From an optimization exercise on the open Yosys and OpenROAD flow, aimed at small area and a short achievable clock period; shortcuts taken in it are not production practice. Where RTL was checked, it was by simulation tests only, not by an equivalence proof against the original. Power figures rest on the tool's default switching activity, not on a simulated workload.

Setup of alpha:
==> flow/design.v <==
package biu_pkg;
    localparam int PHYS_AW = 20;
    localparam int DATA_W = 8;
endpackage
module responder_mem (
    input  logic        clk,
    input  logic [15:0] wsel_hi,
    input  logic [15:0] nwsel_hi,
    input  logic [15:0] sel_hi,
    input  logic [15:0] sel_lo,
    input  logic [7:0]  wdata,
    output logic [63:0] rpart
);
    logic [7:0] mem_q [256];
    logic [15:0] nsel_lo;
    always_ff @(posedge clk) nsel_lo <= ~sel_lo;
    for (genvar w = 0; w < 256; w++) begin : g_word
        logic we, nwe;
        assign we  = ~(nwsel_hi[w / 16] | nsel_lo[w % 16]);
        assign nwe = ~(wsel_hi[w / 16] & sel_lo[w % 16]);
        always_ff @(posedge clk)
            mem_q[w] <= (mem_q[w] & {8{nwe}}) | (wdata & {8{we}});
    end
    logic [15:0] rsel_lo [4];
    logic [15:0] rsel_hi;
    always_ff @(posedge clk) begin
        for (int c = 0; c < 4; c++) rsel_lo[c] <= sel_lo & {16{|sel_hi[c*4 +: 4]}};
        rsel_hi <= sel_hi;
    end
    logic [7:0] grp [16];
    logic [63:0] rpart_d;
    always_comb begin
        for (int h = 0; h < 16; h++) begin
            grp[h] = '0;
            for (int l = 0; l < 16; l++)
                grp[h] = grp[h] | (mem_q[h*16+l] & {8{rsel_lo[h/4][l]}});
        end
        rpart_d = '0;
        for (int h = 0; h < 16; h++)
            rpart_d[(h/2)*8 +: 8] = rpart_d[(h/2)*8 +: 8] | (grp[h] & {8{rsel_hi[h]}});
    end
    always_ff @(posedge clk) rpart <= rpart_d;
endmodule
module bus_responder (
    input  logic                        clk,
    input  logic                        rst,
    input  logic [biu_pkg::PHYS_AW-1:0] addr_bus,
    input  logic                        ale,
    input  logic                        rd,
    input  logic                        wr,
    input  logic [biu_pkg::DATA_W-1:0]  data_in,
    output logic [biu_pkg::DATA_W-1:0]  data_out,
    output logic                        data_oe,
    output logic                        ready,
    output logic                        hit,
    output logic                        err
);
    logic s_addr, s_wait, s_acc, s_hm, s_miss, s_hold, hit_a, miss_go;
    logic rd_dir;
    logic [15:0] sel_hi, sel_lo;
    logic [7:0] wdata_q;
    logic [15:0] wsel_hi, nwsel_hi;
    logic [63:0] rpart;
    logic [7:0]  rdata;
    always_comb begin
        rdata = '0;
        for (int k = 0; k < 8; k++) rdata = rdata | rpart[k*8 +: 8];
    end
    logic idle, busy, latch, strobe, both, dir_strobe, drive, hit_d;
    assign s_hold     = s_hm & !s_miss;
    assign busy       = s_wait | s_acc | s_hm;
    assign idle       = !(busy | s_addr);
    assign latch      = ale && (idle || s_addr);
    assign strobe     = rd | wr;
    assign both       = rd & wr;
    assign dir_strobe = rd_dir ? rd : wr;
    assign drive      = (s_acc || (s_hold && strobe)) && rd_dir;
    assign miss_go    = s_addr && !ale && strobe && (both || !hit_a);
    always_comb begin
        hit_d = hit;
        if (latch)                  hit_d = addr_bus[19:8] == 12'h000;
        else if (s_addr && both)    hit_d = 1'b0;
        else if (s_hold && !strobe) hit_d = 1'b0;
    end
    responder_mem u_mem (
        .clk   (clk),
        .wsel_hi (wsel_hi),
        .nwsel_hi(nwsel_hi),
        .sel_hi(sel_hi),
        .sel_lo(sel_lo),
        .wdata (wdata_q),
        .rpart (rpart)
    );
    always_ff @(posedge clk or negedge rst) begin
        if (!rst) begin
            s_addr   <= 1'b0;
            s_wait   <= 1'b0;
            s_acc    <= 1'b0;
            s_hm     <= 1'b0;
            s_miss   <= 1'b0;
            ready    <= 1'b0;
            hit      <= 1'b0;
            err      <= 1'b0;
            data_oe  <= 1'b0;
            data_out <= '0;
        end else begin
            s_addr   <= latch || (s_addr && !strobe);
            s_wait   <= s_addr && !ale && strobe && !both && hit_a;
            s_acc    <= s_wait && dir_strobe;
            s_hm     <= s_acc || (s_hm && strobe) || miss_go;
            s_miss   <= miss_go || (s_miss && strobe);
            ready    <= s_acc || (s_hold && strobe);
            hit      <= hit_d;
            err      <= (s_addr && !ale && both) || (ale && busy);
            data_oe  <= drive;
            data_out <= rdata & {8{drive}};
        end
    end
    always_ff @(posedge clk) begin
        if (latch) begin
            sel_hi <= 16'(1) << addr_bus[7:4];
            sel_lo <= 16'(1) << addr_bus[3:0];
            hit_a  <= addr_bus[19:8] == 12'h000;
        end
        if (s_addr && !ale && strobe) rd_dir <= rd;
        wdata_q <= data_in;
        wsel_hi  <= sel_hi & {16{s_acc && !rd_dir}};
        nwsel_hi <= ~(sel_hi & {16{s_acc && !rd_dir}});
    end
endmodule
clock: 4.0 ns
lec_check: 0
cap_margin: 20
core_margin: 2
core_utilization: 60
cts_cluster_diameter: 100
cts_cluster_size: 25
place_density: 0.7
setup_slack_margin: 2.0
slew_margin: 20
run.sh (not shown) runs the stock make flow with config.mk's settings and CLKGATE_MAP_FILE= SYNTH_SCRIPT=/design/flow/synth_recipe.tcl, a recipe that flattens the netlist after the stock synthesis.
Setup changes, alpha to beta
==> flow/design.v, changed modules only <==
module responder_mem (
    input  logic        clk,
    input  logic        we,
    input  logic [15:0] sel_hi,
    input  logic [15:0] sel_lo,
    input  logic [7:0]  wdata,
    output logic [31:0] rpart
);
    logic [7:0] mem_q [256];
    logic [15:0] wsel_hi;
    assign wsel_hi = sel_hi & {16{we}};
    for (genvar w = 0; w < 256; w++) begin : g_word
        always_ff @(posedge clk)
            if (wsel_hi[w / 16] && sel_lo[w % 16]) mem_q[w] <= wdata;
    end
    logic [15:0] rsel_lo [4];
    logic [15:0] rsel_hi;
    always_ff @(posedge clk) begin
        for (int c = 0; c < 4; c++) rsel_lo[c] <= sel_lo & {16{|sel_hi[c*4 +: 4]}};
        rsel_hi <= sel_hi;
    end
    logic [7:0] grp [16];
    logic [31:0] rpart_d;
    always_comb begin
        for (int h = 0; h < 16; h++) begin
            grp[h] = '0;
            for (int l = 0; l < 16; l++)
                grp[h] = grp[h] | (mem_q[h*16+l] & {8{rsel_lo[h/4][l]}});
        end
        rpart_d = '0;
        for (int h = 0; h < 16; h++)
            rpart_d[(h/4)*8 +: 8] = rpart_d[(h/4)*8 +: 8] | (grp[h] & {8{rsel_hi[h]}});
    end
    always_ff @(posedge clk) rpart <= rpart_d;
endmodule
module bus_responder (
    input  logic                        clk,
    input  logic                        rst,
    input  logic [biu_pkg::PHYS_AW-1:0] addr_bus,
    input  logic                        ale,
    input  logic                        rd,
    input  logic                        wr,
    input  logic [biu_pkg::DATA_W-1:0]  data_in,
    output logic [biu_pkg::DATA_W-1:0]  data_out,
    output logic                        data_oe,
    output logic                        ready,
    output logic                        hit,
    output logic                        err
);
    logic s_addr, s_wait, s_acc, s_hm, s_miss, s_hold, hit_a, miss_go;
    logic rd_dir;
    logic [15:0] sel_hi, sel_lo;
    logic [7:0] wdata_q;
    logic       wpend;
    logic [31:0] rpart;
    logic [7:0]  rdata;
    assign rdata = rpart[7:0] | rpart[15:8] | rpart[23:16] | rpart[31:24];
    logic idle, busy, latch, strobe, both, dir_strobe, drive, hit_d;
    assign s_hold     = s_hm & !s_miss;
    assign busy       = s_wait | s_acc | s_hm;
    assign idle       = !(busy | s_addr);
    assign latch      = ale && (idle || s_addr);
    assign strobe     = rd | wr;
    assign both       = rd & wr;
    assign dir_strobe = rd_dir ? rd : wr;
    assign drive      = (s_acc || (s_hold && strobe)) && rd_dir;
    assign miss_go    = s_addr && !ale && strobe && (both || !hit_a);
    always_comb begin
        hit_d = hit;
        if (latch)                  hit_d = addr_bus[19:8] == 12'h000;
        else if (s_addr && both)    hit_d = 1'b0;
        else if (s_hold && !strobe) hit_d = 1'b0;
    end
    responder_mem u_mem (
        .clk   (clk),
        .we    (wpend),
        .sel_hi(sel_hi),
        .sel_lo(sel_lo),
        .wdata (wdata_q),
        .rpart (rpart)
    );
    always_ff @(posedge clk or negedge rst) begin
        if (!rst) begin
            s_addr   <= 1'b0;
            s_wait   <= 1'b0;
            s_acc    <= 1'b0;
            s_hm     <= 1'b0;
            s_miss   <= 1'b0;
            ready    <= 1'b0;
            hit      <= 1'b0;
            err      <= 1'b0;
            data_oe  <= 1'b0;
            data_out <= '0;
        end else begin
            s_addr   <= latch || (s_addr && !strobe);
            s_wait   <= s_addr && !ale && strobe && !both && hit_a;
            s_acc    <= s_wait && dir_strobe;
            s_hm     <= s_acc || (s_hm && strobe) || miss_go;
            s_miss   <= miss_go || (s_miss && strobe);
            ready    <= s_acc || (s_hold && strobe);
            hit      <= hit_d;
            err      <= (s_addr && !ale && both) || (ale && busy);
            data_oe  <= drive;
            data_out <= rdata & {8{drive}};
        end
    end
    always_ff @(posedge clk) begin
        if (latch) begin
            sel_hi <= 16'(1) << addr_bus[7:4];
            sel_lo <= 16'(1) << addr_bus[3:0];
            hit_a  <= addr_bus[19:8] == 12'h000;
        end
        if (s_addr && !ale && strobe) rd_dir <= rd;
        wdata_q <= data_in;
        wpend   <= s_acc && !rd_dir;
    end
endmodule
[summary]
Compare alpha and beta | number of cells on the worst reg-to-reg path higher: alpha. Cmp alpha and beta / total power / lower: beta. Looking at global-route usage across alpha and beta, the one that comes out lower is beta. Against alpha, beta reports a die area that is lower. Against alpha as the reference, beta delivers a higher worst slack at placement. Higher number of buffers added by the clock tree synthesis step among alpha and beta: alpha. From alpha to beta the numbers moved as follows: final setup slack of the worst path held, total leakage power fell by about 15%, hold slack up 0.46 ns.
Function not checked in alpha: the RTL went through the layout flow alone.

==> port drivers added, routing unchanged <==
The results above use ideal ports. As a check the final layouts listed here were re-extracted and re-timed, cells and wires unchanged. Step 1 assumes that a clkbuf_16 drives the clock port and a buf_2 every other input. Step 2, shift: input delay + t, output delay - t, t = (earliest + latest rising clock arrival at the registers) / 2. This alone moves slack from input paths to output paths. Three values: ideal ports, drivers, drivers and shift; two values: the first two.
run	t, ns	setup WS [ns]	hold WS [ns]	worst slew at a driven data input, ns
alpha	0.839	1.811 / 1.727 / 1.454	0.006 / -0.052 / 0.440	0.17
beta	0.825	1.809 / 1.725 / 1.515	0.468 / 0.409 / 0.490	0.03
After both steps setup and hold are still met in every run listed. For alpha, which loses most, drivers alone change the setup slack by -0.084 ns; drivers and shift together by -0.357 ns.
